Source: an optimization exercise on an open RTL-to-GDS flow (aim: small area and a short achievable clock period). Production flows keep margins and buffers that such runs may drop. The RTL was checked by simulation tests, not by an equivalence proof against the original design. Power figures rest on the tool's default switching activity, not on a simulated workload.

<file path="flow/design.v">
module perf_monitor #(
  parameter int          NCORES     = 4,
  parameter int          CNT_W      = 64,
  parameter int          FIFO_DEPTH = 16,
  parameter bit          FINI_ALL   = 1'b1,
  parameter logic [31:0] FINI_CODE  = 32'h0002_0000,
  parameter int          TIMEOUT    = 50000,
  localparam int         CW = (NCORES > 1) ? $clog2(NCORES) : 1
) (
  input  logic                 clk_i,
  input  logic                 rst_i,
  input  logic [NCORES-1:0]    exma_v_i,
  input  logic [NCORES-1:0]    stall_i,
  input  logic [NCORES-1:0]    stall_imem_i,
  input  logic [NCORES-1:0]    ctrl_tsfr_i,
  input  logic [NCORES-1:0]    br_misp_i,
  input  logic [NCORES-1:0]    dbus_wv_i,
  input  logic [32*NCORES-1:0] dbus_addr_i,
  input  logic [32*NCORES-1:0] dbus_wdata_i,
  input  logic                 rd_en_i,
  input  logic [CW-1:0]        rd_core_i,
  input  logic [1:0]           rd_ctr_i,
  input  logic                 wr_en_i,
  input  logic [CW-1:0]        wr_core_i,
  input  logic [1:0]           wr_ctr_i,
  input  logic [CNT_W-1:0]     wr_data_i,
  output logic [CNT_W-1:0]     rd_data_o,
  output logic                 rd_vld_o,
  output logic                 char_vld_o,
  output logic [7:0]           char_o,
  output logic [CW-1:0]        char_core_o,
  input  logic                 char_rdy_i,
  output logic [NCORES-1:0]    done_o,
  output logic                 fini_o,
  output logic                 timeout_o,
  output logic                 overflow_o
);
  localparam int MD = FIFO_DEPTH - 1;            
  localparam int MA = (MD > 1) ? $clog2(MD) : 1;
  localparam int MC = $clog2(MD + 1);
  localparam int EW = CW + 8;
  logic              fini_n;
  logic [NCORES-1:0] done_n;
  logic [NCORES-1:0] act;
  logic [CNT_W-1:0] mcycle;
  logic [CNT_W-1:0] minstret [NCORES];
  logic [CNT_W-1:0] br_pred  [NCORES];
  logic [CNT_W-1:0] br_misp  [NCORES];
  logic [CNT_W-1:0] wd;
  assign wd = rst_i ? '0 : wr_data_i;
  logic ld_mc;
  assign ld_mc = rst_i || (wr_en_i && wr_ctr_i == 2'd0);
  pm_ctr #(.W(CNT_W)) u_mcycle (.clk_i, .ld_i(ld_mc), .wd_i(wd), .en_i(fini_n), .q_o(mcycle));
  for (genvar c = 0; c < NCORES; c++) begin : g_core
    logic en, ld1, ld2, ld3;
    assign en  = act[c] && !stall_imem_i[c] && exma_v_i[c];
    assign ld1 = rst_i || (wr_en_i && wr_core_i == c && wr_ctr_i == 2'd1);
    assign ld2 = rst_i || (wr_en_i && wr_core_i == c && wr_ctr_i == 2'd2);
    assign ld3 = rst_i || (wr_en_i && wr_core_i == c && wr_ctr_i == 2'd3);
    pm_ctr #(.W(CNT_W)) u_ret  (.clk_i, .ld_i(ld1), .wd_i(wd), .en_i(en && !stall_i[c]),
                                .q_o(minstret[c]));
    pm_ctr #(.W(CNT_W)) u_pred (.clk_i, .ld_i(ld2), .wd_i(wd), .en_i(en && ctrl_tsfr_i[c]),
                                .q_o(br_pred[c]));
    pm_ctr #(.W(CNT_W)) u_misp (.clk_i, .ld_i(ld3), .wd_i(wd),
                                .en_i(en && ctrl_tsfr_i[c] && br_misp_i[c]), .q_o(br_misp[c]));
  end
  logic [CNT_W-1:0] rd_nx;
  always_comb begin
    logic s_mc;
    s_mc  = rd_en_i && rd_ctr_i == 2'd0;
    rd_nx = ({CNT_W{s_mc}} & mcycle) | ({CNT_W{!rd_en_i}} & rd_data_o);
    for (int c = 0; c < NCORES; c++) begin
      rd_nx = rd_nx
            | ({CNT_W{rd_en_i && rd_core_i == c && rd_ctr_i == 2'd1}} & minstret[c])
            | ({CNT_W{rd_en_i && rd_core_i == c && rd_ctr_i == 2'd2}} & br_pred[c])
            | ({CNT_W{rd_en_i && rd_core_i == c && rd_ctr_i == 2'd3}} & br_misp[c]);
    end
  end
  always_ff @(posedge clk_i) begin
    if (rst_i) begin
      rd_vld_o  <= 1'b0;
      rd_data_o <= '0;
    end else begin
      rd_vld_o  <= rd_en_i;
      rd_data_o <= rd_nx;
    end
  end
  logic [NCORES-1:0] mmio, fin_w, chr_w;
  always_comb begin
    for (int c = 0; c < NCORES; c++) begin
      mmio[c]  = dbus_wv_i[c] && dbus_addr_i[32*c+31] && act[c];
      fin_w[c] = mmio[c] && (dbus_wdata_i[32*c +: 32] == FINI_CODE);
      chr_w[c] = mmio[c] && !fin_w[c];
    end
  end
  logic              fini_nx;
  logic [NCORES-1:0] done_nx;
  assign fini_nx = !fini_n | (FINI_ALL ? (&(~done_n)) : (|(~done_n)));
  assign done_nx = ~done_n | fin_w;
  always_ff @(posedge clk_i) begin
    if (rst_i) begin
      timeout_o <= 1'b0;
      fini_o    <= 1'b0;
      done_o    <= '0;
      fini_n    <= 1'b1;
      done_n    <= '1;
      act       <= '1;
    end else begin
      if (TIMEOUT != 0 && mcycle == TIMEOUT - 1) timeout_o <= 1'b1;
      fini_o <= fini_nx;
      done_o <= done_nx;
      fini_n <= !fini_nx;
      done_n <= ~done_nx;
      act    <= ~done_nx & {NCORES{!fini_nx}};
    end
  end
  logic [NCORES-1:0] slot_v;
  logic [7:0]        slot_d [NCORES];
  logic [NCORES-1:0] rr;
  logic [NCORES-1:0] grant;
  always_comb begin
    for (int c = 0; c < NCORES; c++) begin
      logic hit, blk;
      hit = 1'b0;
      blk = 1'b0;
      for (int d = 0; d < NCORES; d++) begin
        if (rr[(c - d + NCORES) % NCORES] && !blk) hit = 1'b1;
        blk = blk | slot_v[(c - d - 1 + NCORES) % NCORES];
      end
      grant[c] = slot_v[c] && hit;
    end
  end
  logic          win_v;
  logic [CW-1:0] win;
  logic [7:0]    win_d;
  always_comb begin
    win_v = |slot_v;
    win   = '0;
    win_d = '0;
    for (int c = 0; c < NCORES; c++) begin
      if (grant[c]) win = win | CW'(c);
      win_d = win_d | ({8{grant[c]}} & slot_d[c]);
    end
  end
  logic [EW-1:0] head;      
  logic          hv;        
  logic [MD-1:0][EW-1:0] mem;
  logic [MA-1:0] wp, rp;
  logic [MC-1:0] mcnt;      
  logic mem_e, full, pop, push, to_head, to_mem, from_mem;
  assign mem_e    = (mcnt == '0);
  assign full     = hv && (mcnt == MC'(MD));
  assign pop      = hv && char_rdy_i;
  assign push     = win_v && (!full || pop);
  assign from_mem = pop && !mem_e;
  assign to_head  = win_v && (!hv || (char_rdy_i && mem_e));
  assign to_mem   = push && hv && !(char_rdy_i && mem_e);
  logic [MC-1:0] mcnt_inc, mcnt_dec;
  assign mcnt_inc = mcnt + 1'b1;
  assign mcnt_dec = mcnt - 1'b1;
  logic [EW-1:0] new_e;
  assign new_e = {win, win_d};
  logic [NCORES-1:0] drain;
  assign drain = push ? grant : '0;
  always_ff @(posedge clk_i) begin
    if (rst_i) begin
      slot_v     <= '0;
      rr         <= NCORES'(1);
      overflow_o <= 1'b0;
    end else begin
      if (push) rr <= {grant[NCORES-2:0], grant[NCORES-1]};
      slot_v <= chr_w | (slot_v & ~drain);
      if (|(chr_w & slot_v & ~drain)) overflow_o <= 1'b1;
    end
  end
  always_ff @(posedge clk_i) begin
    for (int c = 0; c < NCORES; c++)
      if (!slot_v[c] || drain[c]) slot_d[c] <= dbus_wdata_i[32*c +: 8];
  end
  always_ff @(posedge clk_i) begin
    for (int i = 0; i < MD; i++)
      if (to_mem && wp == MA'(i)) mem[i] <= new_e;
  end
  always_ff @(posedge clk_i) begin
    if (rst_i) begin
      hv   <= 1'b0;
      head <= '0;
      wp   <= '0;
      rp   <= '0;
      mcnt <= '0;
    end else begin
      if (from_mem)     head <= mem[rp];
      else if (to_head) head <= new_e;
      else if (pop)     head <= '0;
      hv <= to_head || (hv && !(pop && mem_e));
      if (to_mem)   wp <= (wp == MA'(MD - 1)) ? '0 : wp + 1'b1;
      if (from_mem) rp <= (rp == MA'(MD - 1)) ? '0 : rp + 1'b1;
      if (to_mem && !from_mem)      mcnt <= mcnt_inc;
      else if (from_mem && !to_mem) mcnt <= mcnt_dec;
    end
  end
  always_ff @(posedge clk_i) begin
    if (rst_i) char_vld_o <= 1'b0;
    else       char_vld_o <= to_head || (hv && !(pop && mem_e));
  end
  assign {char_core_o, char_o} = head;
endmodule
module pm_ctr #(
  parameter int W  = 64,
  parameter int SW = 16
) (
  input  logic         clk_i,
  input  logic         ld_i,
  input  logic [W-1:0] wd_i,
  input  logic         en_i,
  output logic [W-1:0] q_o
);
  localparam int NS = W / SW;
  logic [NS-1:0] ones;      
  logic [NS-1:0] se;        
  logic [W-1:0]  c;         
  always_comb begin
    se[0] = en_i;
    for (int s = 1; s < NS; s++) se[s] = se[s-1] & ones[s-1];
  end
  for (genvar s = 0; s < NS; s++) begin : g_seg
    logic [SW-1:0] qs;
    logic [SW/4-1:0] g4;
    assign qs = q_o[SW*s +: SW];
    for (genvar k = 0; k < SW/4; k++) begin : g_g4
      assign g4[k] = &qs[4*k +: 4];
    end
    for (genvar i = 0; i < SW; i++) begin : g_bit
      localparam int K = i / 4;
      localparam logic [SW/4-1:0] GM = (SW/4)'((64'd1 << K) - 1);
      localparam logic [SW-1:0]   QM = SW'(((64'd1 << i) - 1) & ~((64'd1 << (4*K)) - 1));
      assign c[SW*s + i] = se[s] & (&(g4 | ~GM)) & (&(qs | ~QM));
    end
    if (s < NS - 1) begin : g_ones
      always_ff @(posedge clk_i) begin
        if (ld_i)       ones[s] <= &wd_i[SW*s +: SW];
        else if (se[s]) ones[s] <= (qs == {{(SW-1){1'b1}}, 1'b0});
      end
    end else begin : g_last
      assign ones[s] = 1'b0;
    end
  end
  always_ff @(posedge clk_i) begin
    q_o <= ld_i ? wd_i : q_o ^ c;
  end
endmodule
</file>
<file path="flow/flow/run.sh">
#!/bin/bash
# Standard layout with these changes:
#  - slow wide OR/AND/NOR cells and the adder cells are on the don't-use list,
#    so synthesis (and repair) build the logic from faster cells;
#  - ports are buffered with buf_2 cells;
#  - clock tree: larger sink clusters and no dummy loads (fewer clock buffers).
set -euo pipefail
DU="$(cat flow/dont_use.txt)"
bash standard.sh "DONT_USE_CELLS=$DU" \
  "BUFFER_PORTS_ARGS=-buffer_cell sky130_fd_sc_hd__buf_2" \
  "CTS_ARGS=-sink_clustering_enable -repair_clock_nets -dont_use_dummy_load -sink_clustering_size 24 -sink_clustering_max_diameter 100" \
  finish > flow_make.log 2>&1
</file>
<file path="flow/flow/dont_use.txt">
 sky130_fd_sc_hd__probe_p_8 sky130_fd_sc_hd__probec_p_8 sky130_fd_sc_hd__lpflow_bleeder_1 sky130_fd_sc_hd__lpflow_clkbufkapwr_1 sky130_fd_sc_hd__lpflow_clkbufkapwr_16 sky130_fd_sc_hd__lpflow_clkbufkapwr_2 sky130_fd_sc_hd__lpflow_clkbufkapwr_4 sky130_fd_sc_hd__lpflow_clkbufkapwr_8 sky130_fd_sc_hd__lpflow_clkinvkapwr_1 sky130_fd_sc_hd__lpflow_clkinvkapwr_16 sky130_fd_sc_hd__lpflow_clkinvkapwr_2 sky130_fd_sc_hd__lpflow_clkinvkapwr_4 sky130_fd_sc_hd__lpflow_clkinvkapwr_8 sky130_fd_sc_hd__lpflow_decapkapwr_12 sky130_fd_sc_hd__lpflow_decapkapwr_3 sky130_fd_sc_hd__lpflow_decapkapwr_4 sky130_fd_sc_hd__lpflow_decapkapwr_6 sky130_fd_sc_hd__lpflow_decapkapwr_8 sky130_fd_sc_hd__lpflow_inputiso0n_1 sky130_fd_sc_hd__lpflow_inputiso0p_1 sky130_fd_sc_hd__lpflow_inputiso1n_1 sky130_fd_sc_hd__lpflow_inputiso1p_1 sky130_fd_sc_hd__lpflow_inputisolatch_1 sky130_fd_sc_hd__lpflow_isobufsrc_1 sky130_fd_sc_hd__lpflow_isobufsrc_16 sky130_fd_sc_hd__lpflow_isobufsrc_2 sky130_fd_sc_hd__lpflow_isobufsrc_4 sky130_fd_sc_hd__lpflow_isobufsrc_8 sky130_fd_sc_hd__lpflow_isobufsrckapwr_16 sky130_fd_sc_hd__lpflow_lsbuf_lh_hl_isowell_tap_1 sky130_fd_sc_hd__lpflow_lsbuf_lh_hl_isowell_tap_2 sky130_fd_sc_hd__lpflow_lsbuf_lh_hl_isowell_tap_4 sky130_fd_sc_hd__lpflow_lsbuf_lh_isowell_4 sky130_fd_sc_hd__lpflow_lsbuf_lh_isowell_tap_1 sky130_fd_sc_hd__lpflow_lsbuf_lh_isowell_tap_2 sky130_fd_sc_hd__lpflow_lsbuf_lh_isowell_tap_4 sky130_fd_sc_hd__or4_1 sky130_fd_sc_hd__or4_2 sky130_fd_sc_hd__or4_4 sky130_fd_sc_hd__or4b_1 sky130_fd_sc_hd__or4b_2 sky130_fd_sc_hd__or4b_4 sky130_fd_sc_hd__or4bb_1 sky130_fd_sc_hd__or4bb_2 sky130_fd_sc_hd__or4bb_4 sky130_fd_sc_hd__or3_1 sky130_fd_sc_hd__or3_2 sky130_fd_sc_hd__or3_4 sky130_fd_sc_hd__or3b_1 sky130_fd_sc_hd__or3b_2 sky130_fd_sc_hd__or3b_4 sky130_fd_sc_hd__and4_1 sky130_fd_sc_hd__and4_2 sky130_fd_sc_hd__and4_4 sky130_fd_sc_hd__and4b_1 sky130_fd_sc_hd__and4b_2 sky130_fd_sc_hd__and4b_4 sky130_fd_sc_hd__and4bb_1 sky130_fd_sc_hd__and4bb_2 sky130_fd_sc_hd__and4bb_4 sky130_fd_sc_hd__nor4_1 sky130_fd_sc_hd__nor4_2 sky130_fd_sc_hd__nor4_4 sky130_fd_sc_hd__nor4b_1 sky130_fd_sc_hd__nor4b_2 sky130_fd_sc_hd__nor4b_4 sky130_fd_sc_hd__nor4bb_1 sky130_fd_sc_hd__nor4bb_2 sky130_fd_sc_hd__nor4bb_4 sky130_fd_sc_hd__ha_1 sky130_fd_sc_hd__ha_2 sky130_fd_sc_hd__ha_4 sky130_fd_sc_hd__fa_1 sky130_fd_sc_hd__fa_2 sky130_fd_sc_hd__fa_4 sky130_fd_sc_hd__fah_1 sky130_fd_sc_hd__fahcin_1 sky130_fd_sc_hd__fahcon_1 sky130_fd_sc_hd__maj3_1 sky130_fd_sc_hd__maj3_2 sky130_fd_sc_hd__maj3_4
</file>
<file path="flow/standard.sh">
#!/bin/bash
# synth_recipe.tcl (not shown) runs the flow's synth.tcl, then flattens the netlist and writes it again
# the make line also repeats each setting of config.mk as NAME=value (left out here)
make -C /OpenROAD-flow-scripts/flow DESIGN_CONFIG=/design/flow/config.mk WORK_HOME=/design/flow/orfs CLKGATE_MAP_FILE= SYNTH_SCRIPT=/design/flow/synth_recipe.tcl "${@:-finish}"
</file>
<file path="flow/config.mk">
export PLATFORM = sky130hd
export DESIGN_NAME = perf_monitor
export DESIGN_NICKNAME = perf_monitor
export VERILOG_FILES = /design/flow/design.v
export SDC_FILE = /design/flow/constraint.sdc
export NUM_CORES = 4
export LEC_CHECK = 0
export CAP_MARGIN = 20
export CORE_MARGIN = 2
export CORE_UTILIZATION = 45
export PLACE_DENSITY = 0.9
export SETUP_SLACK_MARGIN = 2.0
export SLEW_MARGIN = 20
export TNS_END_PERCENT = 5
</file>
<file path="flow/constraint.sdc">
create_clock -name core_clock -period 4.0 [get_ports {clk_i}]
set_input_delay 0.8000 -clock core_clock [delete_from_list [all_inputs] [get_ports {clk_i}]]
set_output_delay 0.8000 -clock core_clock [all_outputs]
set_load 0.01 [all_outputs]
</file>
==> impl_metrics.py, run 1 <==
metrics = {
    "yosys": {
        "yosys.cell_count.top_type": "nor2_1",
        "synth-warning-count": 8,
        "synth_common_cells": "1197 x nor2_1, 944 x dfxtp_1, 818 x a211oi_1",
        "ys_ff_latch": 1165,
        "synthCells": 6934,
        "synthArstFlopShare_pct": 0,
        "synth_edf_count": 221,
        "synth_top_area_share_pct": 31.23,
        "avgSynthCellArea_um2": 8.726,
        "synth_area_leaders": "dfxtp_1 31%, edfxtp_1 11%, a211oi_1 10%, nor2_1 7.4%, xor2_1 6.2%",
        "synth.distinct_cells": 67,
        "yosys_most_used_dff": "dfxtp_1",
        "yosysSeqAreaShare_pct": 42.20,
        "synth.net_count": 7291,
        "synth.largest_area_cell": "dfxtp_1",
        "synthesis.area_mm2": 0.06050,
    },
    "drt": {
        "final_antenna_net_count": 0,
        "drt_iter0_drc": 10590,
        "wl_um": 218900,
        "viasPerCell": 6.599,
        "drt_pass1_iterations": 14,
        "wl_met1_um": 77800,
        "route.detailed.drc": 0,
        "wl_per_cell_um": 24.92,
        "wl_met2_um": 92150,
        "met3WireLength_um": 32350,
        "top_layer_used": "met5",
        "num_vias": 57960,
    },
    "global_routing": {
        "gr-total-overflow": 0,
        "grt_max_degree": 190,
        "grt_pass1_wl_um": 325200,
        "grt_pass1_vias": 53740,
        "antenna_found_initial": 21,
        "grt_usage_pct": 30.39,
    },
    "placed_design": {
        "place.port_buffers": 315,
        "placed_cells": 8612,
        "place_congestion": 1.027,
        "hpwl_um": 149600,
    },
    "setup_path": {
        "cp_max_fo": 4,
        "crit_arrival_ns": 2.66,
        "cpMaxStageDelayCell": "nor3b_1",
        "cp_data_required_time_ns": 4.39,
        "startpoint_type": "flop",
        "crit_path_end_kind": "flop",
        "worstSetupPathType": "flop to flop",
        "critPathMaxStageDelay_ns": 0.85,
        "timing.critical_path.cells": "nor3b_1 > nand2_1 > o21ai_0",
    },
    "timing": {
        "worstMarginPinSlew_ns": 1.197,
        "maxSlewViolCount": 0,
        "fmax_mhz": 439.9,
        "tns_ns": 0,
        "post-route-period-util_pct": 56.83,
        "fin_crit_ns": 2.273,
        "relSlewSlack_pct": 19.58,
        "rsz0062_at_grt": "true",
        "setup_viol": 0,
        "fin_skew_ns": 0.1046,
        "finalHoldViolations": 0,
    },
    "floorplanning": {
        "die_y_um": 370.7,
        "die_area_mm2": 0.1374,
        "start_util_pct": 45.34,
        "num_rows": 134,
        "die_w_um": 370.7,
        "num_io_pins": 440,
        "coreArea_mm2": 0.1335,
    },
    "clock_network": {
        "postCtsHoldBufs": 0,
        "cts_made_buffers": 55,
        "clkLatencyLatePin_ns": 0.75,
        "cts_buffer_depth": 3,
        "cts_max_level": 2,
        "cts-root-buf": "clkbuf_16",
        "cts_tree": "done",
        "clkSinkCount": 1165,
        "path_clk_slew_ns": 0.10,
    },
    "cells_and_area": {
        "num-nets-final": 7363,
        "drive_above_1_share_pct": 12.65,
        "layout.cells.non_filler": 8783,
        "synthToLayoutAreaGrowth_pct": 10.84,
    },
    "power": {
        "powerDensity_mw_per_mm2": 312.3,
        "clock_power_share_pct": 30.4,
        "pwr-share-comb_pct": 9.1,
        "leakage_nw": 22.17,
        "p_int_mw": 15.36,
        "pwr-share-seq_pct": 60.5,
        "vdd_drop_max_mv": 0.3189,
        "sw_frac_of_total_pct": 26.64,
        "switchingPower_mw": 5.579,
    },
    "outcome": {
        "outcome": "no timing/DRC/antenna violations",
    },
    "min_path": {
        "min_path_type": "input port to flop",
    },
    "job": {
        "maxCapViolations": 0,
    },
}
cell families after synthesis:
family | Yosys count | share of synthesized area (%)
and+or+nand+nor | 2781 | 21.64
AOI/OAI and AO/OA | 1437 | 18.24
buffers and inverters | 666 | 4.305
muxes | 57 | 1.625
xor gates and xnor gates | 828 | 11.99
DFF | 1165 | 42.20
routing by layer:
metal | track usage [%] | vias up
met4 | 18.98 | 26
met3 | 9.708 | 1023
li1 | - | 25180
met2 | 44.92 | 4522
met1 | 38.33 | 27210
met5 | 0 | -
worst max-delay path: cells and delay by family (launching register included):
kind,cells,cell delay (ns)
flip-flops,1,0.39
AND/OR/NAND/NOR,2,1.18
AO/OA/AOI/OAI,1,0.34
stage by stage:
step / hold WS, ns / setup WS [ns] / total power, mW / utilization [%] / area, µm²
3_3_place_gp: 0.4661 / 0.5663 / 14.54 / 47.83 / 63840
4_1_cts: 0.2148 / 1.619 / 20.67 / 49.54 / 66110
2_1_floorplan: 0.4453 / 1.667 / 13.82 / - / 60630
6_report: 0.2390 / 1.727 / 20.94 / 50.25 / 67060
3_5_place_dp: 0.4794 / 0.5620 / 14.62 / 47.83 / 63840
5_1_grt: 0.2350 / 1.705 / 21.32 / 50.23 / 67040
final cells by class:
class | count | area [µm²]
sequential | 1165 | 25570
multi-input combinational | 5107 | 33320
antenna | 11 | 27.53
fill | 11690 | 66390
timing repair buffer | 551 | 4079
tap | 1768 | 2212
clock buffer | 55 | 1376
inverter | 126 | 473.0
sequential cells by signal, summed over array words and instances (netlist names), 10 cells and up:
signal and flops:
g_core.u_ret.q_o 256, head 10, g_core.u_misp.q_o 256, mem 150
g_core.u_pred.ones 12, g_core.u_pred.q_o 256, g_core.u_misp.ones 12, rd_data_o 64
u_mcycle.q_o 64, g_core.u_ret.ones 12, slot_d 32
repair_timing:
action,CTS,global route
setup buffers,52,48
pin swaps,33,49
setup endpoints to repair,1240,1231
gates resized for setup,77,125
cloned,3,1
worst paths after layout:
kind / startpoint / end / slack [ns] / cells past startpoint
min reg2reg: done_n[3]$_SDFF_PP1_ / done_o[3]$_SDFF_PP0_ / 0.49 / 1
max reg2reg: act[0]$_SDFF_PP1_ / g_core[0].u_misp.ones[1]$_DFFE_PP_ / 1.73 / 3
max: act[0]$_SDFF_PP1_ / g_core[0].u_misp.ones[1]$_DFFE_PP_ / 1.73 / 3
min: dbus_wdata_i[3] / slot_d[0][3]$_DFFE_PN_ / 0.24 / 1
layout by cell type (no fill, tap or decap), types with 21 or more instances in the layout:
| cell | n |
|---|---|
| mux4_2 | 33 |
| buf_4 | 172 |
| a41oi_1 | 65 |
| clkbuf_16 | 55 |
| nor3_1 | 92 |
| dfxtp_1 | 927 |
| buf_2 | 313 |
| buf_12 | 50 |
| edfxtp_1 | 221 |
| mux2i_1 | 24 |
| o21ai_0 | 69 |
| xor2_1 | 428 |
| nor2_1 | 1164 |
| nand2_1 | 498 |
| o2111a_1 | 21 |
| a22oi_1 | 158 |
| inv_1 | 117 |
| and3_1 | 188 |
| nor3_4 | 32 |
| a21oi_1 | 68 |
| a22o_1 | 51 |
| nor2_4 | 23 |
| a222oi_1 | 128 |
| nor3_2 | 24 |
| nand3_1 | 299 |
| xnor2_1 | 400 |
| nand4_1 | 216 |
| and2_1 | 60 |
| a211oi_1 | 814 |
power by group through the flow:
stage	registers, mW	clock network (mW)	logic (mW)
4_1_cts	12.6	6.28	1.76
5_1_grt	12.7	6.64	1.98
2_1_floorplan	12.8	0	1.04
3_5_place_dp	12.9	0	1.71
3_3_place_gp	12.9	0	1.65
6_report	12.7	6.37	1.90
==> run 2, diff against run 1 <==
--- a/flow/config.mk
+++ b/flow/config.mk
@@ -9,5 +9,4 @@
 export CORE_MARGIN = 2
 export CORE_UTILIZATION = 45
-export PLACE_DENSITY = 0.9
 export SETUP_SLACK_MARGIN = 2.0
 export SLEW_MARGIN = 20
==> run 2 against run 1 <==
Against the previous run:
- first-iteration DRC count is 33% lower
- synthesized cell count stayed put
- wire length is 6.9% higher
- cell count is 0.32% higher
- register-to-register slack better by 0.05 ns
- clock-buffer cell count is 1 higher
- synthesized area stayed put
- critical path type unchanged
- critical endpoint is now g_core[1].u_ret.q_o[63]$_DFF_P_
==> impl_metrics.py, run 2 <==
metrics = {
    "outcome": {
        "outcome": "no timing/DRC/antenna violations",
    },
    "cells_and_area": {
        "num-nets-final": 7388,
        "synthToLayoutAreaGrowth_pct": 12.12,
        "reg.largest.list": "g_core.u_misp.q_o (256), g_core.u_pred.q_o (256), g_core.u_ret.q_o (256)",
        "final_cell_mix": "1161 x nor2_1, 930 x dfxtp_1, 811 x a211oi_1",
        "final_common_cell": "nor2_1",
        "drive_above_1_share_pct": 13.42,
        "n_fill_cell": 12720,
        "design_area_mm2": 0.06784,
    },
    "setup_path": {
        "crit_arrival_ns": 2.89,
        "cp_data_required_time_ns": 4.67,
        "worstSetupPathType": "flop to flop",
        "crit_path_end_kind": "flop",
        "cp_max_fo": 4,
        "startpoint_type": "flop",
    },
    "clock_network": {
        "cts_max_level": 2,
        "postCtsHoldBufs": 0,
        "cts_tree": "done",
        "cts_buffer_depth": 3,
        "cts-root-buf": "clkbuf_16",
        "cts_made_buffers": 56,
        "clkLatencyLatePin_ns": 0.75,
        "clkSinkCount": 1165,
        "path_clk_slew_ns": 0.10,
    },
    "global_routing": {
        "gr-total-overflow": 0,
        "grt_pass1_wl_um": 336000,
        "grt_usage_pct": 32.36,
        "grt_pass1_vias": 50240,
        "antenna_found_initial": 16,
        "grt_max_degree": 178,
    },
    "timing": {
        "maxSlewViolCount": 0,
        "setup_viol": 0,
        "fin_crit_ns": 2.223,
        "worstMarginPinSlew_ns": 1.233,
        "finalHoldViolations": 0,
        "fin_skew_ns": 0.08440,
        "post-route-period-util_pct": 55.57,
        "rsz0062_at_grt": "true",
        "tns_ns": 0,
        "relSlewSlack_pct": 17.77,
        "fmax_mhz": 449.9,
    },
    "drt": {
        "drt_iter0_drc": 7141,
        "final_antenna_net_count": 0,
        "wl_per_cell_um": 26.56,
        "drt_pass1_iterations": 9,
        "viasPerCell": 6.283,
        "route.detailed.drc": 0,
        "wl_um": 234000,
        "num_vias": 55360,
    },
    "floorplanning": {
        "num_rows": 134,
        "die_area_mm2": 0.1374,
        "die_y_um": 370.7,
        "coreArea_mm2": 0.1335,
        "num_io_pins": 440,
        "start_util_pct": 45.34,
        "die_w_um": 370.7,
    },
    "yosys": {
        "avgSynthCellArea_um2": 8.726,
        "yosysSeqAreaShare_pct": 42.20,
        "synth-warning-count": 8,
        "synth.net_count": 7291,
        "synth_top_area_share_pct": 31.23,
        "synthCells": 6934,
        "synth_area_leaders": "dfxtp_1 31%, edfxtp_1 11%, a211oi_1 10%, nor2_1 7.4%, xor2_1 6.2%",
        "synthesis.area_mm2": 0.06050,
        "ys_ff_latch": 1165,
        "synth_edf_count": 221,
        "synth.distinct_cells": 67,
        "yosys.cell_count.top_type": "nor2_1",
        "yosys_most_used_dff": "dfxtp_1",
        "synthArstFlopShare_pct": 0,
        "synth.largest_area_cell": "dfxtp_1",
        "synth_common_cells": "1197 x nor2_1, 944 x dfxtp_1, 818 x a211oi_1",
    },
    "placed_design": {
        "hpwl_um": 159200,
        "place.port_buffers": 315,
        "placed_area_mm2": 0.06409,
        "place_congestion": 0.9356,
    },
    "job": {
        "maxCapViolations": 0,
    },
    "power": {
        "powerDensity_mw_per_mm2": 311.4,
        "leakage_nw": 22.49,
        "vdd_drop_max_mv": 0.3497,
    },
    "min_path": {
        "min_path_type": "input port to flop",
    },
}
[run 2: cell counts after synthesis]
Identical to the previous run, type by type.
[run 2: final cells by class]
cell class              instances  area, µm²  share of cell area, %
multi-input cells            5104      33580                  49.51
diodes                         14      35.03                0.05165
repair buffers                578       4561                  6.723
clock buffers                  56       1401                  2.066
flip-flops and latches       1165      25560                  37.68
well taps                    1768       2212                  3.261
inverters                     126      481.7                 0.7101
[run 2: metal layers]
layer  up-vias  share of wire, %  global-route usage (%)
met5         -             0.013                       0
met4         6               4.4                   12.23
met3       458                11                   6.183
met2      2799                43                   47.81
met1     26840                42                   46.53
li1      25260                 -                       -
[run 2: path summary, 6_finish.rpt]
| kind | start | end | slack [ns] | cells after the start |
|---|---|---|---|---|
| hold / removal | dbus_wdata_i[6] | slot_d[0][6]$_DFFE_PN_ | 0.25 | 1 |
| setup reg to reg | g_core[1].u_ret.q_o[53]$_DFF_P_ | g_core[1].u_ret.q_o[63]$_DFF_P_ | 1.78 | 6 |
| setup / recovery | g_core[1].u_ret.q_o[53]$_DFF_P_ | g_core[1].u_ret.q_o[63]$_DFF_P_ | 1.78 | 6 |
| hold reg to reg | done_n[2]$_SDFF_PP1_ | done_o[2]$_SDFF_PP0_ | 0.48 | 1 |
[run 2: stage by stage]
step	setup slack [ns]	hold slack [ns]	util, %	power (mW)	instances
after floorplan	1.667	0.4453	-	13.82	6934
after detailed placement	0.7124	0.4748	48.02	14.69	8631
final	1.777	0.2476	50.83	21.13	8811
after CTS	1.729	0.2008	49.77	21.06	8737
after global routing	1.766	0.2164	50.82	21.69	8804
after global placement	0.6917	0.4772	48.02	14.67	8631
[run 2: worst max-delay path, cell delays in order, from the launching register on]
cell      delay, ns
dfxtp_1        0.50
nand4_1        0.25
nor3_1         0.40
nand4_1        0.35
nor3_1         0.32
xnor2_1        0.10
a211oi_1       0.22
[run 2: power breakdown]
part           internal, mW  leakage [nW]  switching, mW
combinational         0.642          12.0           1.31
clock                  2.50         0.690           4.01
sequential             12.3          9.76          0.382
total                  15.4          22.5           5.70
[run 2: cell families (layout without fill, tap and decap cells)]
| logic type | count (synthesis) | count (layout) | share of synthesized area (%) |
|---|---|---|---|
| compound gates | 1437 | 1438 | 18.24 |
| mux | 57 | 57 | 1.625 |
| xor+xnor | 828 | 828 | 11.99 |
| simple gates | 2781 | 2781 | 21.64 |
| flops | 1165 | 1165 | 42.20 |
| buf+inv | 666 | 760 | 4.305 |
| other cells | 0 | 14 | 0 |
[run 2: what timing repair did]
item / CTS / global route
pin swaps: 28 / 60
gates resized for setup: 96 / 200
setup buffers: 49 / 53
gates cloned: 1 / 7
endpoints found under the setup margin: 1218 / 1259
==> run 3, diff against run 2 <==
--- a/flow/config.mk
+++ b/flow/config.mk
@@ -9,5 +9,5 @@
 export CORE_MARGIN = 2
 export CORE_UTILIZATION = 45
-export SETUP_SLACK_MARGIN = 2.0
+export SETUP_SLACK_MARGIN = 1.8
 export SLEW_MARGIN = 20
 export TNS_END_PERCENT = 5
==> run 3 against run 2 <==
Against the previous run:
- synthesized area did not move
- cell count down 0.89%
- die area unchanged
- sequential share of layout area grew 0.86 points
- fmax shrank 10%
- via count down 0.79%
- clock power decreased by 0.8%
- combinational power decreased by 3%
- register-to-register slack got worse by 0.18 ns
- clock skew shrank 0.0012 ns
- critical endpoint is now rd_data_o[48]$_SDFF_PP0_
==> impl_metrics.py, run 3 <==
metrics = {
    "outcome": {
        "outcome": "no timing/DRC/antenna violations",
    },
    "clock_network": {
        "cts_max_level": 2,
        "cts_buffer_depth": 3,
        "cts_tree": "done",
        "clkSinkCount": 1165,
        "clkLatencyLatePin_ns": 0.75,
        "cts_made_buffers": 55,
        "postCtsHoldBufs": 0,
        "cts-root-buf": "clkbuf_16",
        "path_clk_slew_ns": 0.10,
    },
    "timing": {
        "fin_skew_ns": 0.08316,
        "fin_crit_ns": 2.477,
        "setup_viol": 0,
        "maxSlewViolCount": 0,
        "post-route-period-util_pct": 61.92,
        "worstMarginPinSlew_ns": 1.156,
        "relSlewSlack_pct": 22.97,
        "tns_ns": 0,
        "finalHoldViolations": 0,
        "fmax_mhz": 403.7,
        "rsz0062_at_grt": "true",
    },
    "floorplanning": {
        "die_area_mm2": 0.1374,
        "die_y_um": 370.7,
        "num_io_pins": 440,
        "die_w_um": 370.7,
        "num_rows": 134,
        "start_util_pct": 45.34,
        "coreArea_mm2": 0.1335,
    },
    "yosys": {
        "synth.distinct_cells": 67,
        "avgSynthCellArea_um2": 8.726,
        "synth_edf_count": 221,
        "synth_common_cells": "1197 x nor2_1, 944 x dfxtp_1, 818 x a211oi_1",
        "yosys.cell_count.top_type": "nor2_1",
        "yosysSeqAreaShare_pct": 42.20,
        "synthesis.area_mm2": 0.06050,
        "yosys_most_used_dff": "dfxtp_1",
        "synthArstFlopShare_pct": 0,
        "synth_area_leaders": "dfxtp_1 31%, edfxtp_1 11%, a211oi_1 10%, nor2_1 7.4%, xor2_1 6.2%",
        "synth.net_count": 7291,
        "synth-warning-count": 8,
        "ys_ff_latch": 1165,
        "synth_top_area_share_pct": 31.23,
        "synthCells": 6934,
        "synth.largest_area_cell": "dfxtp_1",
    },
    "setup_path": {
        "cp_max_fo": 25,
        "reg2reg_to": "g_core[3].u_ret.q_o[28]$_DFF_P_",
        "cp_num_buf_inv": 3,
        "reg2regPathDepth": 6,
        "crit_arrival_ns": 3.09,
        "cpMaxStageDelayCell": "nor3_2",
        "timing.rr.start": "act[3]$_SDFF_PP1_",
        "crit_top_cell": "buf_4",
        "reg2reg_slack_ns": 1.60,
        "cp_top_family": "buffers and inverters",
        "worstSetupPathType": "input port to flop",
        "crit_path_end_kind": "flop",
        "startpoint_type": "input port",
        "cp_data_required_time_ns": 4.61,
        "critPathMaxStageDelay_ns": 0.54,
        "timing.critical_path.cells": "buf_2 > nand2_1 > nor3_2 > buf_4 > buf_4 > a22o_1 > a21oi_1 > a41oi_1",
    },
    "power": {
        "p_int_mw": 15.35,
        "powerDensity_mw_per_mm2": 317.2,
        "switchingPower_mw": 5.681,
        "clock_power_share_pct": 30.7,
        "sw_frac_of_total_pct": 27.02,
        "leakage_nw": 21.73,
        "pwr-share-seq_pct": 60.2,
        "pwr-share-comb_pct": 9.0,
        "vdd_drop_max_mv": 0.3779,
        "power_mw": 21.03,
    },
    "global_routing": {
        "grt_pass1_vias": 50010,
        "grt_usage_pct": 32.43,
        "grt_max_degree": 147,
        "gr-total-overflow": 0,
        "antenna_found_initial": 17,
        "grt_pass1_wl_um": 337000,
    },
    "min_path": {
        "holdPathEnd": "slot_d[0][4]$_DFFE_PN_",
        "hold_path.startpoint": "dbus_wdata_i[4]",
        "hold_depth": 1,
        "min_path_type": "input port to flop",
    },
    "cells_and_area": {
        "num-nets-final": 7315,
        "final_common_cell": "nor2_1",
        "drive_above_1_share_pct": 11.24,
        "synthToLayoutAreaGrowth_pct": 9.566,
        "reg.largest.list": "g_core.u_misp.q_o (256), g_core.u_pred.q_o (256), g_core.u_ret.q_o (256)",
        "final_cell_mix": "1175 x nor2_1, 936 x dfxtp_1, 818 x a211oi_1",
        "design_area_mm2": 0.06629,
        "n_fill_cell": 12780,
    },
    "placed_design": {
        "hpwl_um": 158500,
        "placed_area_mm2": 0.06398,
        "place_congestion": 0.9176,
        "place.port_buffers": 315,
    },
    "drt": {
        "drt_pass1_iterations": 7,
        "viasPerCell": 6.289,
        "wl_um": 230400,
        "route.detailed.drc": 0,
        "num_vias": 54920,
        "drt_iter0_drc": 7618,
        "final_antenna_net_count": 0,
        "wl_per_cell_um": 26.39,
    },
    "job": {
        "maxCapViolations": 0,
    },
}
## run 3: cells by family (layout without fill, tap and decap cells)
family          Yosys count  count (layout)  synth area share (%)
simple gates           2781            2783                 21.64
buf+inv                 666             686                 4.305
flops                  1165            1165                 42.20
mux                      57              57                 1.625
compound gates         1437            1437                 18.24
xor+xnor                828             828                 11.99
other cells               0               9                     0
## run 3: power groups by stage
stage	logic [mW]	registers, mW	clock network (mW)
2_1_floorplan	1.04	12.8	0
3_3_place_gp	1.76	12.9	0
3_5_place_dp	1.79	12.9	0
4_1_cts	1.82	12.6	6.48
5_1_grt	2.01	12.7	6.85
6_report	1.90	12.7	6.46
## run 3: what timing repair did
action                                 CTS  global route
gates resized for setup                 39            53
cloned                                   0             2
setup endpoints to repair              825          1001
pin swaps                                6            17
endpoints found under the hold margin    0             0
setup buffers                           14            32
## run 3: layout make-up
class | instances | area (µm²) | share of cell area, %
clock buffers | 55 | 1376 | 2.076
well taps | 1768 | 2212 | 3.337
multi-input cells | 5105 | 33040 | 49.84
repair buffers | 505 | 3615 | 5.453
inverters | 126 | 474.2 | 0.7153
flip-flops and latches | 1165 | 25550 | 38.54
diodes | 9 | 22.52 | 0.03397
## run 3: through the flow
step / utilization, % / std cells / setup WS (ns) / hold WS, ns
6_report: 49.67 / 8733 / 1.523 / 0.2426
5_1_grt: 49.67 / 8730 / 1.566 / 0.2279
4_1_cts: 49.20 / 8690 / 1.490 / 0.2080
3_5_place_dp: 47.94 / 8621 / 0.8854 / 0.4751
3_3_place_gp: 47.94 / 8621 / 0.9251 / 0.4708
2_1_floorplan: - / 6934 / 1.666 / 0.4453
## run 3: how the worst max path moves through the flow
| stage | startpoint | end | slack, ns | cells past startpoint |
|---|---|---|---|---|
| 3_3_place_gp | stall_imem_i[2] | g_core[2].u_misp.q_o[30]$_DFF_P_ | 0.93 | 7 |
| 3_5_place_dp | stall_imem_i[2] | g_core[2].u_misp.q_o[23]$_DFF_P_ | 0.89 | 7 |
| 2_1_floorplan | char_rdy_i | mem[60]$_DFFE_PP_ | 1.67 | 5 |
| 5_1_grt | rd_core_i[1] | rd_data_o[23]$_SDFF_PP0_ | 1.57 | 8 |
| 6_report | rd_en_i | rd_data_o[48]$_SDFF_PP0_ | 1.52 | 8 |
| 4_1_cts | act[1]$_SDFF_PP1_ | g_core[1].u_misp.q_o[45]$_DFF_P_ | 1.49 | 8 |
## run 3: worst register-to-register path: stages (launching register included)
cell      delay (ns)
dfxtp_2         0.47
and3b_2         0.38
and3_2          0.41
and2_1          0.47
nand3_1         0.16
xor2_1          0.17
a211oi_1        0.24
## run 3: metal layers
layer / share of wire [%] / track usage [%] / wire length [µm]
met1: 43 / 46.90 / 99350
met2: 43 / 48.05 / 98140
met3: 9.8 / 5.478 / 22680
met4: 4.4 / 12.46 / 10130
met5: 0.060 / 0 / 138
==> run 4, diff against run 3 <==
--- a/flow/design.v
+++ b/flow/design.v
@@ -239,6 +239,7 @@
     if (s < NS - 1) begin : g_ones
       always_ff @(posedge clk_i) begin
-        if (ld_i)       ones[s] <= &wd_i[SW*s +: SW];
-        else if (se[s]) ones[s] <= (qs == {{(SW-1){1'b1}}, 1'b0});
+        ones[s] <= (ld_i & (&wd_i[SW*s +: SW]))
+                 | (!ld_i & se[s] & (qs == {{(SW-1){1'b1}}, 1'b0}))
+                 | (!ld_i & !se[s] & ones[s]);
       end
     end else begin : g_last
--- a/flow/config.mk
+++ b/flow/config.mk
@@ -9,5 +9,5 @@
 export CORE_MARGIN = 2
 export CORE_UTILIZATION = 45
-export SETUP_SLACK_MARGIN = 1.8
+export SETUP_SLACK_MARGIN = 2.0
 export SLEW_MARGIN = 20
-export TNS_END_PERCENT = 5
+export TNS_END_PERCENT = 8
==> run 4 against run 3 <==
Against the previous run:
- largest cell class unchanged
- core utilization grew 1.3 points
- clock power about the same
- still clean
- largest power group unchanged
- hold slack better by 0.015 ns
==> impl_metrics.py, run 4 <==
metrics = {
    "outcome": {
        "outcome": "no timing/DRC/antenna violations",
    },
    "drt": {
        "route.detailed.drc": 0,
        "drt_iter0_drc": 6859,
        "viasPerCell": 6.212,
        "num_vias": 55400,
        "final_antenna_net_count": 0,
        "wl_um": 230900,
        "drt_pass1_iterations": 13,
        "wl_per_cell_um": 25.89,
    },
    "power": {
        "p_int_mw": 15.30,
        "vdd_drop_max_mv": 0.2580,
        "switchingPower_mw": 5.670,
        "pwr-share-seq_pct": 59.9,
        "pwr-share-comb_pct": 9.4,
        "leakage_nw": 22.50,
        "clock_power_share_pct": 30.7,
        "powerDensity_mw_per_mm2": 309.3,
        "sw_frac_of_total_pct": 27.03,
    },
    "cells_and_area": {
        "final_common_cell": "nor2_1",
        "final_cell_mix": "1211 x nor2_1, 964 x dfxtp_1, 827 x a211oi_1",
        "synthToLayoutAreaGrowth_pct": 12.49,
        "final_core_util_pct": 50.93,
        "num-nets-final": 7505,
        "reg.largest.list": "g_core.u_misp.q_o (256), g_core.u_pred.q_o (256), g_core.u_ret.q_o (256)",
        "drive_above_1_share_pct": 13.38,
    },
    "yosys": {
        "synth_edf_count": 182,
        "yosys_most_used_dff": "dfxtp_1",
        "synth.largest_area_cell": "dfxtp_1",
        "synth.net_count": 7370,
        "yosys.cell_count.top_type": "nor2_1",
        "synth_top_area_share_pct": 32.65,
        "synthesis.area_mm2": 0.06027,
        "synth_common_cells": "1238 x nor2_1, 983 x dfxtp_1, 834 x a211oi_1",
        "yosysSeqAreaShare_pct": 41.72,
        "synthArstFlopShare_pct": 0,
        "synthCells": 7013,
        "synth_area_leaders": "dfxtp_1 33%, a211oi_1 10%, edfxtp_1 9.1%, nor2_1 7.7%, xnor2_1 6.0%",
        "synth.distinct_cells": 73,
        "ys_ff_latch": 1165,
        "synth-warning-count": 8,
        "avgSynthCellArea_um2": 8.594,
    },
    "floorplanning": {
        "coreArea_mm2": 0.1331,
        "die_area_mm2": 0.1369,
        "num_rows": 134,
        "start_util_pct": 45.28,
        "die_y_um": 370.0,
        "num_io_pins": 440,
        "die_w_um": 370.0,
    },
    "setup_path": {
        "cpMaxStageDelayCell": "dfxtp_4",
        "critPathMaxStageDelay_ns": 0.43,
        "cp_max_fo": 7,
        "cp_data_required_time_ns": 4.64,
        "cp_num_buf_inv": 3,
        "crit_path_end_kind": "flop",
        "reg2reg_to": "g_core[0].u_misp.q_o[63]$_DFF_P_",
        "worstSetupPathType": "flop to flop",
        "crit_arrival_ns": 2.89,
        "timing.critical_path.cells": "nand4b_4 > buf_12 > nor3_4 > buf_12 > buf_6 > nand4_4 > nor3_4 > nand3_2 > a311oi_2",
        "startpoint_type": "flop",
        "reg2regPathDepth": 9,
        "reg2reg_slack_ns": 1.75,
        "timing.rr.start": "act[0]$_SDFF_PP1_",
        "cp_top_family": "simple AND/OR/NAND/NOR gates",
        "worstSetupPathDepth": 9,
    },
    "min_path": {
        "hold_depth": 1,
        "min_path_type": "input port to flop",
        "hold_path.startpoint": "dbus_wdata_i[35]",
        "holdPathEnd": "slot_d[1][3]$_DFFE_PN_",
    },
    "global_routing": {
        "grt_max_degree": 227,
        "grt_pass1_vias": 50390,
        "gr-total-overflow": 0,
        "grt_usage_pct": 32.25,
        "grt_pass1_wl_um": 334500,
        "antenna_found_initial": 12,
    },
    "clock_network": {
        "cts_buffer_depth": 3,
        "clkLatencyLatePin_ns": 0.73,
        "cts_max_level": 2,
        "cts-root-buf": "clkbuf_16",
        "clkSinkCount": 1165,
        "cts_tree": "done",
        "cts_made_buffers": 55,
        "path_clk_slew_ns": 0.10,
        "postCtsHoldBufs": 0,
    },
    "timing": {
        "setup_viol": 0,
        "tns_ns": 0,
        "fin_hold_ws_ns": 0.2575,
        "fmax_mhz": 445.0,
        "fin_crit_ns": 2.247,
        "fin_skew_ns": 0.05153,
        "rsz0062_at_grt": "true",
        "finalHoldViolations": 0,
        "maxSlewViolCount": 0,
        "post-route-period-util_pct": 56.18,
        "worstMarginPinSlew_ns": 1.223,
        "relSlewSlack_pct": 18.47,
    },
    "placed_design": {
        "place.port_buffers": 315,
        "hpwl_um": 154300,
        "place_congestion": 0.9203,
    },
    "job": {
        "maxCapViolations": 0,
    },
}
-- run 4: cell count changes after synthesis, moves of 20 or more --
cell / before / now
a21oi_1: 73 / 113
a22oi_1: 158 / 129
and2_1: 74 / 45
and3_1: 199 / 144
dfxtp_1: 944 / 983
edfxtp_1: 221 / 182
mux2i_1: 24 / 47
nand3_1: 305 / 326
nand4_1: 216 / 241
nor2_1: 1197 / 1238
o2111a_1: 21 / 1
o211ai_1: 1 / 34
xor2_1: 428 / 407
-- run 4: layout make-up --
type | count | area (µm²)
Timing Repair Buffer | 614 | 4795
Inverter | 146 | 549.3
Tap cell | 1768 | 2212
Multi-Input combinational cell | 5166 | 33670
Fill cell | 12560 | 65320
Clock buffer | 55 | 1376
Antenna cell | 5 | 12.51
Sequential cell | 1165 | 25190
-- run 4: cells by family after synthesis --
logic type	after synthesis	synth area share, %
simple gates	2790	21.48
flops	1165	41.72
mux	79	1.976
buf+inv	685	4.370
compound gates	1471	18.50
xor+xnor	823	11.96
-- run 4: what timing repair did --
action,in CTS,in global routing
gates cloned,5,4
pin swaps,96,54
gates resized for setup,147,94
endpoints found under the setup margin,1185,1090
hold endpoints to repair,0,0
setup buffers,91,59
-- run 4: power groups by stage --
stage | logic, mW | clock network (mW) | registers [mW]
after floorplan | 1.04 | 0 | 12.7
after global placement | 1.78 | 0 | 12.8
after detailed placement | 1.80 | 0 | 12.8
after CTS | 1.89 | 6.51 | 12.5
after global routing | 2.07 | 6.86 | 12.6
final | 1.97 | 6.44 | 12.6
-- run 4: worst max-delay path by stage --
stage	from	endpoint	slack, ns
2_1_floorplan	stall_imem_i[1]	g_core[1].u_pred.q_o[10]$_DFF_P_	1.68
3_3_place_gp	rd_core_i[1]	rd_data_o[42]$_SDFF_PP0_	0.65
5_1_grt	act[0]$_SDFF_PP1_	g_core[0].u_misp.q_o[63]$_DFF_P_	1.69
6_report	act[0]$_SDFF_PP1_	g_core[0].u_misp.q_o[63]$_DFF_P_	1.75
4_1_cts	slot_v[0]$_SDFF_PP0_	overflow_o$_SDFFE_PP0P_	1.67
3_5_place_dp	rd_core_i[1]	rd_data_o[27]$_SDFF_PP0_	0.63
-- run 4: routing by layer --
metal / up-vias / GRT usage (%) / share of wire [%]
li1: 25530 / - / -
met1: 26670 / 43.02 / 41
met2: 2680 / 50.94 / 45
met3: 511 / 5.367 / 9.3
met4: 12 / 15.06 / 5.5
met5: - / 0 / 0.037
-- run 4: metrics by stage --
stage / power [mW] / cells / cell area, µm² / setup WS, ns
finish: 20.97 / 8919 / 67800 / 1.753
global route: 21.53 / 8916 / 67800 / 1.691
CTS: 20.95 / 8850 / 66700 / 1.674
detailed placement: 14.62 / 8699 / 63720 / 0.6275
global placement: 14.59 / 8699 / 63720 / 0.6498
floorplan: 13.73 / 7013 / 60490 / 1.683
==> run 5, diff against run 4 <==
--- a/flow/config.mk
+++ b/flow/config.mk
@@ -11,3 +11,3 @@
 export SETUP_SLACK_MARGIN = 2.0
 export SLEW_MARGIN = 20
-export TNS_END_PERCENT = 8
+export TNS_END_PERCENT = 5
==> run 5 against run 4 <==
Against the previous run:
- critical path depth fell by 8
- hold slack got worse by 0.0069 ns
- power rose by 0.27%
- clock power rose by 1%
- setup slack improved by 0.016 ns
- global-route usage fell by 0.28 points
- wire length barely moved
- final area fell by 0.67%
- sequential share of layout area rose by 0.25 points
- synthesized cell count did not move
- sequential power barely moved
- largest cell class unchanged
- highest routed layer unchanged
==> impl_metrics.py, run 5 <==
metrics = {
    "job": {
        "maxCapViolations": 0,
    },
    "clock_network": {
        "cts_buffer_depth": 3,
        "clkLatencyLatePin_ns": 0.73,
        "path_clk_slew_ns": 0.11,
        "clkSinkCount": 1165,
        "cts-root-buf": "clkbuf_16",
        "cts_max_level": 2,
        "cts_made_buffers": 56,
        "cts_tree": "done",
    },
    "cells_and_area": {
        "num-nets-final": 7465,
        "layout.cells.non_filler": 8887,
        "final_cell_mix": "1214 x nor2_1, 964 x dfxtp_1, 833 x a211oi_1",
        "n_fill_cell": 12500,
        "final_common_cell": "nor2_1",
        "drive_above_1_share_pct": 12.76,
        "reg.largest.list": "g_core.u_misp.q_o (256), g_core.u_pred.q_o (256), g_core.u_ret.q_o (256)",
        "synthToLayoutAreaGrowth_pct": 11.74,
        "regArea_mm2": 0.02519,
        "multi_input_area_mm2": 0.03353,
    },
    "drt": {
        "wl_met2_um": 103500,
        "wl_per_cell_um": 25.97,
        "drt_pass1_iterations": 9,
        "top_layer_used": "met5",
        "viasPerCell": 6.219,
        "final_antenna_net_count": 0,
        "drt_iter0_drc": 7207,
        "num_vias": 55270,
        "wl_um": 230800,
        "route.detailed.drc": 0,
        "wl_met1_um": 92660,
        "met3WireLength_um": 22060,
    },
    "setup_path": {
        "cp_data_required_time_ns": 3.20,
        "timing.rr.start": "act[1]$_SDFF_PP1_",
        "reg2reg_to": "g_core[1].u_pred.q_o[46]$_DFF_P_",
        "timing.critical_path.cells": "buf_2",
        "cpMaxStageDelayCell": "dfxtp_1",
        "cp_num_buf_inv": 1,
        "crit_arrival_ns": 1.43,
        "cp_top_family": "flip-flops",
        "crit_path_end_kind": "primary output",
        "worstSetupPathType": "flop to primary output",
        "critPathMaxStageDelay_ns": 0.51,
        "reg2reg_slack_ns": 1.83,
        "reg2regPathDepth": 9,
        "startpoint_type": "flop",
        "cp_max_fo": 2,
    },
    "global_routing": {
        "grt_max_degree": 218,
        "grt_pass1_vias": 50340,
        "grt_usage_pct": 31.96,
        "gr-total-overflow": 0,
        "grt_pass1_wl_um": 331900,
        "antenna_found_initial": 23,
    },
    "yosys": {
        "synth_area_leaders": "dfxtp_1 33%, a211oi_1 10%, edfxtp_1 9.1%, nor2_1 7.7%, xnor2_1 6.0%",
        "synthArstFlopShare_pct": 0,
        "ys_ff_latch": 1165,
        "synth_edf_count": 182,
        "synth.net_count": 7370,
        "avgSynthCellArea_um2": 8.594,
        "yosysSeqAreaShare_pct": 41.72,
        "synth_top_area_share_pct": 32.65,
        "synthCells": 7013,
        "yosys_most_used_dff": "dfxtp_1",
        "synth.largest_area_cell": "dfxtp_1",
        "yosys.cell_count.top_type": "nor2_1",
        "synth_common_cells": "1238 x nor2_1, 983 x dfxtp_1, 834 x a211oi_1",
        "synthesis.area_mm2": 0.06027,
        "synth.distinct_cells": 73,
        "synth-warning-count": 8,
    },
    "floorplanning": {
        "start_util_pct": 45.28,
        "coreArea_mm2": 0.1331,
        "die_w_um": 370.0,
        "num_rows": 134,
        "die_y_um": 370.0,
        "die_area_mm2": 0.1369,
        "num_io_pins": 440,
    },
    "placed_design": {
        "placed_cells": 8684,
        "hpwl_um": 152800,
        "place_congestion": 0.9123,
        "place.port_buffers": 315,
    },
    "timing": {
        "worstMarginPinSlew_ns": 1.295,
        "fmax_mhz": 448.2,
        "fin_skew_ns": 0.08254,
        "maxSlewViolCount": 0,
        "fin_crit_ns": 2.231,
        "post-route-period-util_pct": 55.78,
        "tns_ns": 0,
        "finalHoldViolations": 0,
        "setup_viol": 0,
        "relSlewSlack_pct": 13.67,
        "fin_hold_ws_ns": 0.2507,
        "rsz0062_at_grt": "true",
    },
    "min_path": {
        "hold_depth": 1,
        "holdPathEnd": "slot_d[3][4]$_DFFE_PN_",
        "min_path_type": "input port to flop",
        "hold_path.startpoint": "dbus_wdata_i[100]",
    },
    "outcome": {
        "outcome": "no timing/DRC/antenna violations",
    },
    "power": {
        "vdd_drop_max_mv": 0.3891,
        "leakage_nw": 22.13,
        "powerDensity_mw_per_mm2": 312.2,
    },
}
-- run 5: cell families (layout without fill, tap and decap cells) --
logic type	Yosys count	in the layout	share of synthesized area (%)
AOI/OAI and AO/OA	1471	1471	18.50
xor gates and xnor gates	823	823	11.96
buffers and inverters	685	774	4.370
DFF	1165	1165	41.72
muxes	79	79	1.976
other	0	13	0
and+or+nand+nor	2790	2794	21.48
-- run 5: stage by stage --
step                utilization [%]  setup slack (ns)  cell area (µm²)  total power, mW
CTS                           49.67             1.629            66130            20.99
global placement              47.81            0.7748            63640            14.57
floorplan                         -             1.681            60440            13.73
global route                  50.58             1.756            67330            21.59
detailed placement            47.81            0.7643            63640            14.60
finish                        50.59             1.769            67350            21.03
-- run 5: cell type report --
type | count | area share [%]
multi-input combinational | 5167 | 49.78
sequential | 1165 | 37.41
timing repair buffer | 572 | 6.573
tap | 1768 | 3.285
clock buffer | 56 | 2.081
inverter | 146 | 0.8230
antenna | 13 | 0.04830
-- run 5: worst max path at each step --
stage / start / endpoint / slack [ns] / depth (start not counted)
floorplan: stall_i[1] / g_core[1].u_ret.q_o[45]$_DFF_P_ / 1.68 / 7
CTS: act[1]$_SDFF_PP1_ / g_core[1].u_misp.q_o[14]$_DFF_P_ / 1.63 / 7
global placement: rd_core_i[1] / rd_data_o[37]$_SDFF_PP0_ / 0.77 / 8
global route: act[1]$_SDFF_PP1_ / g_core[1].u_misp.q_o[51]$_DFF_P_ / 1.76 / 10
finish: rd_data_o[13]$_SDFF_PP0_ / rd_data_o[13] / 1.77 / 1
detailed placement: rd_core_i[1] / rd_data_o[37]$_SDFF_PP0_ / 0.76 / 8
-- run 5: metal layers --
layer / global-route usage, % / up-vias
li1: - / 25480
met5: 0 / -
met2: 50.82 / 2746
met4: 14.95 / 20
met1: 42.09 / 26550
met3: 5.731 / 477
-- run 5: what timing repair did --
| item | in CTS | in global routing |
|---|---|---|
| cloned | 3 | 6 |
| setup buffers | 66 | 59 |
| hold buffers | 0 | 0 |
| gates resized for setup | 85 | 141 |
| setup endpoints to repair | 1216 | 1009 |
| pin swaps | 46 | 40 |
-- run 5: report_power, final --
part	internal (mW)	total (mW)	switching, mW
clock	2.50	6.52	4.02
combinational	0.634	1.95	1.31
sequential	12.2	12.6	0.355
==> run 6, diff against run 5 <==
--- a/flow/config.mk
+++ b/flow/config.mk
@@ -9,4 +9,5 @@
 export CORE_MARGIN = 2
 export CORE_UTILIZATION = 45
+export GPL_ROUTABILITY_DRIVEN = 0
 export SETUP_SLACK_MARGIN = 2.0
 export SLEW_MARGIN = 20
==> run 6 against run 5 <==
Against the previous run:
- still clean on timing, DRC and antenna
- power did not move
- sequential share of layout area did not move
- core utilization did not move
- clock skew did not move
- fmax did not move
- hold slack did not move
- synthesized area did not move
- synthesized cell count did not move
- critical endpoint unchanged
- largest power group unchanged
- highest routed layer unchanged
==> impl_metrics.py, run 6 <==
metrics = {
    "drt": {
        "route.detailed.drc": 0,
        "wl_um": 230800,
        "drt_pass1_iterations": 9,
        "wl_per_cell_um": 25.97,
        "viasPerCell": 6.219,
        "final_antenna_net_count": 0,
        "drt_iter0_drc": 7207,
        "num_vias": 55270,
    },
    "setup_path": {
        "worstSetupPathType": "flop to primary output",
        "critPathMaxStageDelay_ns": 0.51,
        "cpMaxStageDelayCell": "dfxtp_1",
        "cp_data_required_time_ns": 3.20,
        "cp_top_family": "flip-flops",
        "cp_max_fo": 2,
        "reg2reg_slack_ns": 1.83,
        "startpoint_type": "flop",
        "crit_arrival_ns": 1.43,
        "timing.critical_path.cells": "buf_2",
        "cp_num_buf_inv": 1,
        "crit_path_end_kind": "primary output",
    },
    "global_routing": {
        "grt_max_degree": 218,
        "grt_pass1_wl_um": 331900,
        "antenna_found_initial": 23,
        "grt_usage_pct": 31.96,
        "grt_pass1_vias": 50340,
        "gr-total-overflow": 0,
    },
    "yosys": {
        "synth.distinct_cells": 73,
        "synthArstFlopShare_pct": 0,
        "synth.largest_area_cell": "dfxtp_1",
        "ys_ff_latch": 1165,
        "avgSynthCellArea_um2": 8.594,
        "synthesis.area_mm2": 0.06027,
        "yosys_most_used_dff": "dfxtp_1",
        "yosys.cell_count.top_type": "nor2_1",
        "synth_area_leaders": "dfxtp_1 33%, a211oi_1 10%, edfxtp_1 9.1%, nor2_1 7.7%, xnor2_1 6.0%",
        "synth-warning-count": 8,
        "synth_common_cells": "1238 x nor2_1, 983 x dfxtp_1, 834 x a211oi_1",
        "synthCells": 7013,
        "yosysSeqAreaShare_pct": 41.72,
        "synth.net_count": 7370,
        "synth_top_area_share_pct": 32.65,
        "synth_edf_count": 182,
    },
    "cells_and_area": {
        "layout.cells.non_filler": 8887,
        "final_common_cell": "nor2_1",
        "reg.largest.list": "g_core.u_misp.q_o (256), g_core.u_pred.q_o (256), g_core.u_ret.q_o (256)",
        "regArea_mm2": 0.02519,
        "num-nets-final": 7465,
        "n_fill_cell": 12500,
        "final_core_util_pct": 50.59,
        "final_cell_mix": "1214 x nor2_1, 964 x dfxtp_1, 833 x a211oi_1",
        "synthToLayoutAreaGrowth_pct": 11.74,
        "multi_input_area_mm2": 0.03353,
        "drive_above_1_share_pct": 12.76,
        "design_area_mm2": 0.06735,
    },
    "placed_design": {
        "placed_cells": 8684,
        "placed_area_mm2": 0.06364,
        "place.port_buffers": 315,
        "hpwl_um": 152800,
        "place_ws_ns": 0.7643,
    },
    "clock_network": {
        "path_clk_slew_ns": 0.11,
        "cts_tree": "done",
        "cts_made_buffers": 56,
        "clkLatencyLatePin_ns": 0.73,
        "cts_buffer_depth": 3,
        "clkSinkCount": 1165,
        "cts-root-buf": "clkbuf_16",
        "cts_max_level": 2,
    },
    "timing": {
        "relSlewSlack_pct": 13.67,
        "maxSlewViolCount": 0,
        "fin_skew_ns": 0.08254,
        "layout_setup_ws_ns": 1.769,
        "fin_crit_ns": 2.231,
        "tns_ns": 0,
        "fmax_mhz": 448.2,
        "rsz0062_at_grt": "true",
        "post-route-period-util_pct": 55.78,
        "finalHoldViolations": 0,
        "setup_viol": 0,
        "worstMarginPinSlew_ns": 1.295,
    },
    "floorplanning": {
        "start_util_pct": 45.28,
        "die_y_um": 370.0,
        "num_io_pins": 440,
        "die_area_mm2": 0.1369,
        "num_rows": 134,
        "die_w_um": 370.0,
        "coreArea_mm2": 0.1331,
    },
    "power": {
        "vdd_drop_max_mv": 0.3891,
        "leakage_nw": 22.13,
        "powerDensity_mw_per_mm2": 312.2,
    },
    "job": {
        "maxCapViolations": 0,
    },
    "outcome": {
        "outcome": "no timing/DRC/antenna violations",
    },
    "min_path": {
        "min_path_type": "input port to flop",
    },
}
==> run 6: cell counts after synthesis <==
Identical to the previous run, type by type.
==> run 6: logic make-up after synthesis <==
family | after synthesis | share of synthesized area, %
AND/OR/NAND/NOR | 2790 | 21.48
AO/OA/AOI/OAI | 1471 | 18.50
flip-flops | 1165 | 41.72
XOR/XNOR | 823 | 11.96
buffers and inverters | 685 | 4.370
multiplexers | 79 | 1.976
==> run 6: area by class of cell <==
| type | instances | area share, % |
|---|---|---|
| Timing Repair Buffer | 572 | 6.573 |
| Antenna cell | 13 | 0.04830 |
| Multi-Input combinational cell | 5167 | 49.78 |
| Inverter | 146 | 0.8230 |
| Tap cell | 1768 | 3.285 |
| Sequential cell | 1165 | 37.41 |
| Clock buffer | 56 | 2.081 |
==> run 6: path summary, 6_finish.rpt <==
check,start,end,cells past startpoint
worst min-delay path,dbus_wdata_i[100],slot_d[3][4]$_DFFE_PN_,1
worst min register to register,rr[3]$_SDFFE_PP0N_,rr[3]$_SDFFE_PP0N_,2
worst max register to register,act[1]$_SDFF_PP1_,g_core[1].u_pred.q_o[46]$_DFF_P_,9
worst max-delay path,rd_data_o[13]$_SDFF_PP0_,rd_data_o[13],1
==> run 6: per-stage QoR <==
| step | power [mW] | hold slack (ns) |
|---|---|---|
| floorplan | 13.73 | 0.4447 |
| global placement | 14.57 | 0.4667 |
| detailed placement | 14.60 | 0.4695 |
| CTS | 20.99 | 0.2164 |
| global route | 21.59 | 0.2262 |
| finish | 21.03 | 0.2507 |
==> run 6: power by group <==
part / leakage [nW] / switching (mW) / total [mW] / internal (mW)
clock network: 0.690 / 4.02 / 6.52 / 2.50
logic: 11.8 / 1.31 / 1.95 / 0.634
registers: 9.68 / 0.355 / 12.6 / 12.2
==> run 6: metal layers <==
metal,wire (µm),vias up,global-route usage (%)
li1,-,25480,-
met3,22060,477,5.731
met4,12530,20,14.95
met2,103500,2746,50.82
met1,92660,26550,42.09
met5,135,-,0
==> run 6: what timing repair did <==
item | in CTS | in global routing
resized for setup | 85 | 141
gates cloned | 3 | 6
buffers inserted | 66 | 59
hold buffers | 0 | 0
pin swaps | 46 | 40
setup endpoints to repair | 1216 | 1009

[separate check: timing with driven ports]
The results above use ideal ports. As a check the final layouts listed here were re-extracted and re-timed, cells and wires unchanged.
Step 1, drivers: a clkbuf_16 drives clk_i and a buf_2 each remaining input, both assumed.
Step 2 adds t to the input delays and takes it off the output delays; t is the mean of the earliest and latest rising clock arrival at the registers after step 1. Input paths then give back, and output paths get back, about the clock's delay inside the block.
a / b / c = ideal ports / drivers / drivers and shift; a / b = the first two.
| run | t (ns) | setup slack, ns | latest minus earliest clock arrival (ns) | slew at the worst register clock pin (ns) | pins driven straight from the clock port |
|---|---|---|---|---|---|
| run 1 | 0.773 | 1.727 / 1.681 / 0.946 | 0.108 / 0.108 | 0.11 / 0.11 | 1 |
| run 2 | 0.784 | 1.777 / 1.745 / 1.003 | 0.097 / 0.097 | 0.11 / 0.11 | 1 |
| run 3 | 0.793 | 1.523 / 1.507 / 0.714 | 0.094 / 0.094 | 0.11 / 0.11 | 1 |
| run 4 | 0.791 | 1.753 / 1.695 / 0.972 | 0.066 / 0.065 | 0.11 / 0.11 | 1 |
| run 5 | 0.777 | 1.769 / 1.686 / 0.958 | 0.091 / 0.092 | 0.11 / 0.11 | 1 |
| run 6 | 0.777 | 1.769 / 1.686 / 0.958 | 0.091 / 0.092 | 0.11 / 0.11 | 1 |
After both steps setup and hold are still met in every run listed.
